This is an optimization exercise on Yosys and OpenROAD, whose aim is small area, a short achievable clock period and few clock cycles, not a production implementation.
Function was checked by simulation only, so behaviour that the tests miss may differ from the original.
No activity file was given, so power comes from the tool's default toggle rates.

==> inputs of trial 15 <==
Design grid_maze_dfs_path_search, start of the top module:
module grid_maze_dfs_path_search (
   input  logic                            clock,
   input  logic                            reset,
   input  logic                            req_tvalid,
   output logic                            req_tready,
   input  logic [gmdfs_pkg::REQ_W-1:0]     req_tdata,
   output logic                            rsp_tvalid,
   input  logic                            rsp_tready,
   output logic [gmdfs_pkg::RSP_W-1:0]     rsp_tdata,
   input  logic                            csr_valid,
   output logic                            csr_ready,
   input  logic [0:0]                      csr_index,
   input  logic [gmdfs_pkg::CFG_W-1:0]     csr_wdata
);
export LEC_CHECK = 0
export CAP_MARGIN = 20
export CELL_PAD_IN_SITES_DETAIL_PLACEMENT = 1
export CELL_PAD_IN_SITES_GLOBAL_PLACEMENT = 1
export CORE_MARGIN = 2
export CORE_UTILIZATION = 38
export CTS_CLUSTER_DIAMETER = 100
export CTS_CLUSTER_SIZE = 20
export SLEW_MARGIN = 20
create_clock -name core_clock -period 9.0 [get_ports {clock}]
standard.sh (not shown) runs the stock make flow with config.mk's settings and CLKGATE_MAP_FILE= SYNTH_SCRIPT=/design/flow/synth_recipe.tcl, a recipe that flattens the netlist after the stock synthesis.
==> flow/flow/run.sh <==
#!/bin/bash
set -euo pipefail
bash standard.sh SETUP_SLACK_MARGIN=6 finish > standard.log 2>&1
==> trial 49: changes against trial 15 <==
--- a/flow/config.mk
+++ b/flow/config.mk
@@ -6,8 +6,6 @@
 export NUM_CORES = 4
 export LEC_CHECK = 0
 export CAP_MARGIN = 20
-export CELL_PAD_IN_SITES_DETAIL_PLACEMENT = 1
-export CELL_PAD_IN_SITES_GLOBAL_PLACEMENT = 1
 export CORE_MARGIN = 2
 export CORE_UTILIZATION = 38
 export CTS_CLUSTER_DIAMETER = 100
==> comparison <==
Power: trial 15 is larger than trial 49 (4.4%). Flip-flop and latch count is the same in trial 49 and trial 15. Of trial 15 and trial 49, trial 49 has the higher critical path depth (gap 1). Synthesized cell count is the same in trial 15 and trial 49. Clock skew: trial 15 is higher than trial 49 (0.050 ns). Sequential share of layout area: trial 49 is higher than trial 15 (1.8 points). Of trial 15 and trial 49, trial 15 has the higher hold slack (gap 0.040 ns).
==> figures <==
metric                                                 trial 49    trial 15
Clock network contribution to total cell area            0.0295      0.0298
Non-clock buffer instance count of the final layout         322         391
Final core occ                                            0.451       0.467
Total via count after detailed routing                    39996       41837
Launching element of the worst setup path             xr_ff[14]    xr_ff[9]
Number of nets at the end of the flow                      3943        4016
Maximum fanout along the worst path                          44          40
Outcome                        no timing/DRC/antenna violations  no timing/DRC/antenna violations
Critical path arrival                                   3.80 ns     3.86 ns
Vias in the first global route                            36765       38929
Highest cell delay on the worst timing path             0.54 ns     0.57 ns
Final worst path period share                             0.371       0.379
Proportion of total power due to net switching            0.328       0.344
Number of buffers inserted by post-CTS setup repair          68         126
Required time worst endpoint                            9.46 ns     9.45 ns
Testbench counts of trial 15, summed over its fixed seeds: cycles 32,591.
Testbench counts of trial 49, summed over its fixed seeds: cycles 32,591.

==> run a: inputs <==
Starting RTL as in the previous note.
Design grid_maze_dfs_path_search, start of the top module:
module grid_maze_dfs_path_search (
   input  logic                            clock,
   input  logic                            reset,
   input  logic                            req_tvalid,
   output logic                            req_tready,
   input  logic [gmdfs_pkg::REQ_W-1:0]     req_tdata,
   output logic                            rsp_tvalid,
   input  logic                            rsp_tready,
   output logic [gmdfs_pkg::RSP_W-1:0]     rsp_tdata,
   input  logic                            csr_valid,
   output logic                            csr_ready,
   input  logic [0:0]                      csr_index,
   input  logic [gmdfs_pkg::CFG_W-1:0]     csr_wdata
);
export LEC_CHECK = 0
export CAP_MARGIN = 20
export CORE_MARGIN = 2
export CORE_UTILIZATION = 38
export CTS_CLUSTER_DIAMETER = 100
export CTS_CLUSTER_SIZE = 20
export SETUP_SLACK_MARGIN = 5
export SLEW_MARGIN = 20
create_clock -name core_clock -period 9.0 [get_ports {clock}]
run.sh (not shown) runs the stock make flow with config.mk's settings and CLKGATE_MAP_FILE= SYNTH_SCRIPT=/design/flow/synth_recipe.tcl, a recipe that flattens the netlist after the stock synthesis.
Stock flow here: none of the scripts above is used.
==> run b: changes against run a <==
==> flow/flow/run.sh (new file) <==
#!/bin/bash
set -euo pipefail
bash standard.sh SETUP_SLACK_MARGIN=6 finish > standard.log 2>&1
==> flow/standard.sh (new file) <==
#!/bin/bash
# synth_recipe.tcl (not shown) runs the flow's synth.tcl, then flattens the netlist and writes it again
# the make line also repeats each setting of config.mk as NAME=value (left out here)
make -C /OpenROAD-flow-scripts/flow DESIGN_CONFIG=/design/flow/config.mk WORK_HOME=/design/flow/orfs CLKGATE_MAP_FILE= SYNTH_SCRIPT=/design/flow/synth_recipe.tcl "${@:-finish}"
--- a/flow/config.mk
+++ b/flow/config.mk
@@ -9,6 +9,5 @@
 export CORE_MARGIN = 2
-export CORE_UTILIZATION = 38
-export CTS_CLUSTER_DIAMETER = 100
-export CTS_CLUSTER_SIZE = 20
-export SETUP_SLACK_MARGIN = 5
+export CORE_UTILIZATION = 42
+export CTS_CLUSTER_DIAMETER = 110
+export CTS_CLUSTER_SIZE = 22
 export SLEW_MARGIN = 20
removed: flow/run.sh
==> qor.csv <==
stage,metric,value,unit
outcome,outcome,"complete, no violations",
drt,met1 wire length,78400,um
clock_tree,post-CTS sizing,312,
final_layout,Fill cells,9288,
final_layout,Layout clock buffers,69,
critical_path,data required time of the worst path,9460,ps
sta,final period utilization,37.2,%
floorplanning,Die Span Y,328,um
That was run b.
==> qor.csv <==
stage,metric,value,unit
final_layout,Layout clock buffers,71,
final_layout,Fill cells,10816,
drt,met1 wire length,75800,um
critical_path,data required time of the worst path,9440,ps
outcome,outcome,"complete, no violations",
That was run a.
Testbench counts of run a, summed over its fixed seeds: cycles 32,591.
Testbench counts of run b, summed over its fixed seeds: cycles 32,591.

-- static timing again, ports no longer ideal --
Ports are ideal in the flow. The routed layouts listed here were re-timed in OpenROAD.
Step 1 assumes that a clkbuf_16 drives the clock port and a buf_2 every other input.
Step 2 moves the port delays by t, midway between the first and last clock arrival at a register: inputs arrive t later, outputs are due t later. That takes back most of the time a late clock gives input paths.
Slacks: ideal / step 1 / step 2; pairs: ideal / step 1.
| run | shift t [ns] | setup slack, ns | hold WS [ns] | worst slew at a driven data input, ns | pins driven straight from the clock port |
|---|---|---|---|---|---|
| trial 15 | 0.779 | 5.591 / 5.591 / 5.186 | 0.525 / 0.525 / 0.525 | 0.08 | 1 |
| trial 49 | 0.774 | 5.659 / 5.659 / 5.182 | 0.486 / 0.486 / 0.486 | 0.16 | 1 |
| run a | 0.765 | 4.900 / 4.900 / 4.308 | 0.486 / 0.486 / 0.486 | 0.11 | 1 |
| run b | 0.739 | 5.654 / 5.654 / 5.253 | 0.488 / 0.488 / 0.488 | 0.07 | 1 |
After both steps every run listed still meets setup and hold. The setup slack of run a, which loses most, moves by 0.000 ns with the drivers and by -0.592 ns with both steps.
